This is an optimization exercise on Yosys and OpenROAD, whose aim is small area and a short achievable clock period, not a production implementation. At most, simulation tests tie the RTL to the original design; equivalence was not proved. Power figures rest on the tool's default switching activity, not on a simulated workload.

## oak
// median_filter
module median_filter (
	input  logic        clk,
	input  logic        rst,
	input  logic        i_clken,
	input  logic        i_mode,
	input  logic [39:0] i_column,
	output logic [7:0]  o_median,
	output logic        o_valid
);
Settings: LEC_CHECK=0, CAP_MARGIN=20, CORE_MARGIN=2, CORE_UTILIZATION=40, CTS_CLUSTER_DIAMETER=100, CTS_CLUSTER_SIZE=30, SLEW_MARGIN=20, SYNTH_HIERARCHICAL=1, SYNTH_MINIMUM_KEEP_SIZE=0; clock period 22.0 ns.
standard.sh (not shown) runs the stock make flow with config.mk's settings and CLKGATE_MAP_FILE= SYNTH_SCRIPT=/design/flow/synth_recipe.tcl, a recipe that flattens the netlist after the stock synthesis.
==> flow/flow/run.sh <==
#!/bin/bash
# standard layout, with setup repair aiming well below the clock period
set -euo pipefail
bash standard.sh SETUP_SLACK_MARGIN=16.5 finish > standard_make.log 2>&1
diff inputs: oak => pine
- CORE_UTILIZATION now 65, was 40
==> flow/flow/run.sh <==
#!/bin/bash
# standard layout, with setup repair aiming well below the clock period
# and the smallest buffer on the ports
set -euo pipefail
bash standard.sh SETUP_SLACK_MARGIN=16.5 "BUFFER_PORTS_ARGS=-buffer_cell sky130_fd_sc_hd__buf_1" finish > standard_make.log 2>&1
Findings:
Run comparison: oak layer with the highest usage after global routing met2; pine layer with the highest usage after global routing met1. The non-clock buffer count number comes out higher for pine vs oak. The ratio of final minimum period to clock period number comes out lower for pine vs oak. From oak to pine the numbers moved as follows: clock latency of the later-clocked register in the worst-skew pair went down by 0.04 ns; wire length of the first global-routing pass went down. Diff oak -> pine: sequential share of layout area increased by 1.6 points relative to the old numbers; minimum setup slack in the final design increased by 0.066 ns relative to the old numbers; met1 layer wirelength in the final routing increased by about 8% relative to the old numbers; proportion of layout cells with a drive suffix above 1 increased by 0.15 points relative to the old numbers.


== v21 ==
median_filter again, from the RTL that the note above started with.
Settings: LEC_CHECK=0, CAP_MARGIN=20, CORE_MARGIN=2, CORE_UTILIZATION=55, CTS_CLUSTER_DIAMETER=100, CTS_CLUSTER_SIZE=30, SLEW_MARGIN=20, SYNTH_HIERARCHICAL=1, SYNTH_MINIMUM_KEEP_SIZE=0; clock period 22.0 ns.
==> flow/flow/run.sh <==
#!/bin/bash
# standard layout, with setup repair aiming well below the clock period
# and the smallest buffer on the ports
set -euo pipefail
bash standard.sh SETUP_SLACK_MARGIN=16.65 "BUFFER_PORTS_ARGS=-buffer_cell sky130_fd_sc_hd__buf_1" finish > standard_make.log 2>&1
v21 completed; timing, DRC and antenna clean
Input changes introduced in v9 (baseline for comparison: v21):
- changing CORE_UTILIZATION from 55 to 40
==> flow/flow/run.sh <==
#!/bin/bash
# standard layout, with setup repair aiming well below the clock period
set -euo pipefail
bash standard.sh SETUP_SLACK_MARGIN=16.0 finish > standard_make.log 2>&1
Min combinational share of power across v21 and v9: v9
In v9, internal power is higher than in v21.
Of the two values seen for capturing element of the worst setup path, o_median[1] was produced by v9 and o_median[7] by v21.
Taking v21 as the reference, in v9 clock tree buffer count of the final layout rose by 4.2%; clock group share of total power rose by 2.1 points; hold slack fell by 15 ps.
> inputs changed (v9 -> v16)
- CORE_UTILIZATION changed from 40 to 55
==> flow/flow/run.sh <==
#!/bin/bash
# standard layout, with setup repair aiming well below the clock period
# and the smallest buffer on the ports
set -euo pipefail
bash standard.sh SETUP_SLACK_MARGIN=16.5 "BUFFER_PORTS_ARGS=-buffer_cell sky130_fd_sc_hd__buf_1" finish > standard_make.log 2>&1
--- outcome ---
Across both runs, area taken by multi-input logic gates was higher for v16 than for v9.
Violation count after the first detailed-route iteration delta (v16 − v9): unfavourable
Synthesized cell area came out exactly the same in v9 and v16.
v16 — area of all placed cells without fillers about 2.6% lower, v9 as reference
v16 and v9 ended up with roughly the same clock slew at the register clock pins of the worst setup and hold paths.
Count of placed standard cells including taps (lower): v16
v16 vs v9, combinational power share went up by 1.9 points.
Compare v9 and v16 | proportion of cell area occupied by registers lower: v9
Measured against each other, v9 and v16 differ in final cycle utilization of the critical path, the lower figure coming from v16.
v9 -> v16: largest net degree at the start of global routing increased by more than half
Input-level comparison between v44 and v16:
- a change of CORE_UTILIZATION from 55 to 75
### Flow results
v44 finished every stage and its layout cleared the timing, DRC and antenna checks.
Diff v16 -> v44: power stayed essentially flat, power attributed to the clock group -about 5%, design area decreased by 0.59% relative to the old numbers, post-synthesis to final-layout area growth moved down, die area decreased 11000 sq um.
[v44 vs v16] row count: lower in v44
Clock buffer count: v44 vs v16 up 4.2%


median_filter, a different RTL version from the one above (not shown whole).
Size in the first run: ~1,500 cells after synthesis, roughly 430 flip-flops, about 0.023 sq mm of cells after synthesis.
Settings: LEC_CHECK=0, CAP_MARGIN=20, CORE_MARGIN=2, CORE_UTILIZATION=40, CTS_CLUSTER_DIAMETER=100, CTS_CLUSTER_SIZE=30, SLEW_MARGIN=20, SYNTH_HIERARCHICAL=1, SYNTH_MINIMUM_KEEP_SIZE=0; clock period 22.0 ns.
==> flow/flow/run.sh <==
#!/bin/bash
# standard layout, with setup repair aiming well below the clock period
set -euo pipefail
bash standard.sh SETUP_SLACK_MARGIN=16.5 finish > standard_make.log 2>&1
The starting point went through all stages and came out clean.
Then changed:
==> flow/flow/run.sh (replaced) <==
#!/bin/bash
# standard layout, with setup repair aiming well below the clock period
set -euo pipefail
bash standard.sh SETUP_SLACK_MARGIN=17 finish > standard_make.log 2>&1
CTS_CLUSTER_DIAMETER = default   (was 100)
CTS_CLUSTER_SIZE = default   (was 30)
Count of clock-buffer cells in the layout rose by 31.
Die area does not change.
Core utilization went up by 4.9 points.
Routed wire length is higher by a little under a tenth.
No run of this note included a check of the RTL's function; only the layout flow was run.


median_filter with an RTL version that a note above also has.
Size in the first run: about 1500 cells after synthesis, roughly 430 flip-flops, ~53 I/O pins.
==> flow/config.mk <==
export PLATFORM = sky130hd
export DESIGN_NAME = median_filter
export DESIGN_NICKNAME = median_filter
export VERILOG_FILES = /design/flow/design.v
export SDC_FILE = /design/flow/constraint.sdc
export NUM_CORES = 4
export LEC_CHECK = 0
export CAP_MARGIN = 20
export CORE_MARGIN = 2
export CORE_UTILIZATION = 55
export CTS_CLUSTER_DIAMETER = 100
export CTS_CLUSTER_SIZE = 30
export SETUP_SLACK_MARGIN = 5
export SLEW_MARGIN = 20
export SYNTH_HIERARCHICAL = 1
export SYNTH_MINIMUM_KEEP_SIZE = 0
==> flow/constraint.sdc <==
create_clock -name core_clock -period 22.0 [get_ports {clk}]
set_input_delay 4.4000 -clock core_clock [delete_from_list [all_inputs] [get_ports {clk}]]
set_output_delay 4.4000 -clock core_clock [all_outputs]
set_load 0.01 [all_outputs]
run.sh (not shown) runs the stock make flow with config.mk's settings and CLKGATE_MAP_FILE= SYNTH_SCRIPT=/design/flow/synth_recipe.tcl, a recipe that flattens the netlist after the stock synthesis.
Stock flow here: none of the scripts above is used.
Then changed:
==> flow/flow/run.sh (new file) <==
#!/bin/bash
# standard layout, with setup repair aiming well below the clock period
# and the smallest buffer on the ports
set -euo pipefail
bash standard.sh SETUP_SLACK_MARGIN=16.5 "BUFFER_PORTS_ARGS=-buffer_cell sky130_fd_sc_hd__buf_1" finish > standard_make.log 2>&1
==> flow/standard.sh (new file) <==
#!/bin/bash
# synth_recipe.tcl (not shown) runs the flow's synth.tcl, then flattens the netlist and writes it again
# the make line also repeats each setting of config.mk as NAME=value (left out here)
make -C /OpenROAD-flow-scripts/flow DESIGN_CONFIG=/design/flow/config.mk WORK_HOME=/design/flow/orfs CLKGATE_MAP_FILE= SYNTH_SCRIPT=/design/flow/synth_recipe.tcl "${@:-finish}"
CORE_UTILIZATION = 40   (was 55)
SETUP_SLACK_MARGIN = unset   (was 5)
removed: flow/run.sh
Result: Via count shrinks by about 1.1%; clock-buffer cell count goes down by 4; wire length is lower by about 1.6%; power is lower by about 1.9%; final area increases by about 1.2%.
Then changed:
CORE_UTILIZATION = 55   (was 40)
PLACE_DENSITY = 0.8   (was unset)
Outcome: Non-clock buffer count is lower by 6. Power is higher by 1.2%. Setup slack improves by 0.035 ns. Wire length falls by 3.5%. Global-route usage rises by 5.3 points. Final area shrinks by 1.5%. Critical path depth stays the same. Clock power stays flat. Core utilization is higher by 16 points. Fmax climbs by 0.65%. Die area came out lower by 27%.
Then changed:
CORE_UTILIZATION = 40   (was 55)
CTS_CLUSTER_DIAMETER = 200   (was 100)
CTS_CLUSTER_SIZE = 31   (was 30)
PLACE_DENSITY = unset   (was 0.8)
Cell area rises by 1.3%.
Die area climbs by about 37%.
Via count goes down by 2.6%.
Sequential share of layout area shrinks by 0.64 points.
Flip-flop and latch count is unchanged.
Utilization came out lower by 16 points.
Routed wire length climbs by 3.2%.

[separate check: timing with driven ports]
In the flow no input, the clock included, has a driving cell. The finished layouts below were timed again as built, in two steps. Step 1 assumes that a clkbuf_16 drives the clock port and a buf_2 every other input. Step 2 times the ports against the registers' clock, not the clock port: input delays grow and output delays shrink by t, the midpoint of the rising clock arrivals with the driver on. a / b / c = ideal ports / drivers / drivers and shift; a / b = the first two.
run	t (ns)	slack for setup (ns)	worst slew at a driven data input, ns
oak	0.623	16.449 / 16.393 / 15.978	0.06
pine	0.586	16.515 / 16.477 / 15.956	0.04
v21	0.603	16.523 / 16.469 / 16.134	0.04
v9	0.624	16.061 / 16.004 / 15.663	0.06
v16	0.603	16.523 / 16.470 / 15.998	0.04
v44	0.590	16.524 / 16.473 / 16.007	0.06
the first run of note 3	0.625	16.501 / 16.444 / 15.972	0.21
the second run of note 3	0.646	16.496 / 16.440 / 16.197	0.24
the first run of note 4	0.601	14.842 / 14.844 / 14.244	0.05
the second run of note 4	0.605	16.480 / 16.425 / 15.966	0.04
the third run of note 4	0.597	16.515 / 16.465 / 16.009	0.04
the fourth run of note 4	0.609	16.491 / 16.437 / 15.985	0.04
After both steps every run listed still meets setup and hold. For the first run of note 4, which loses most, drivers alone change the setup slack by +0.002 ns; drivers and shift together by -0.598 ns.
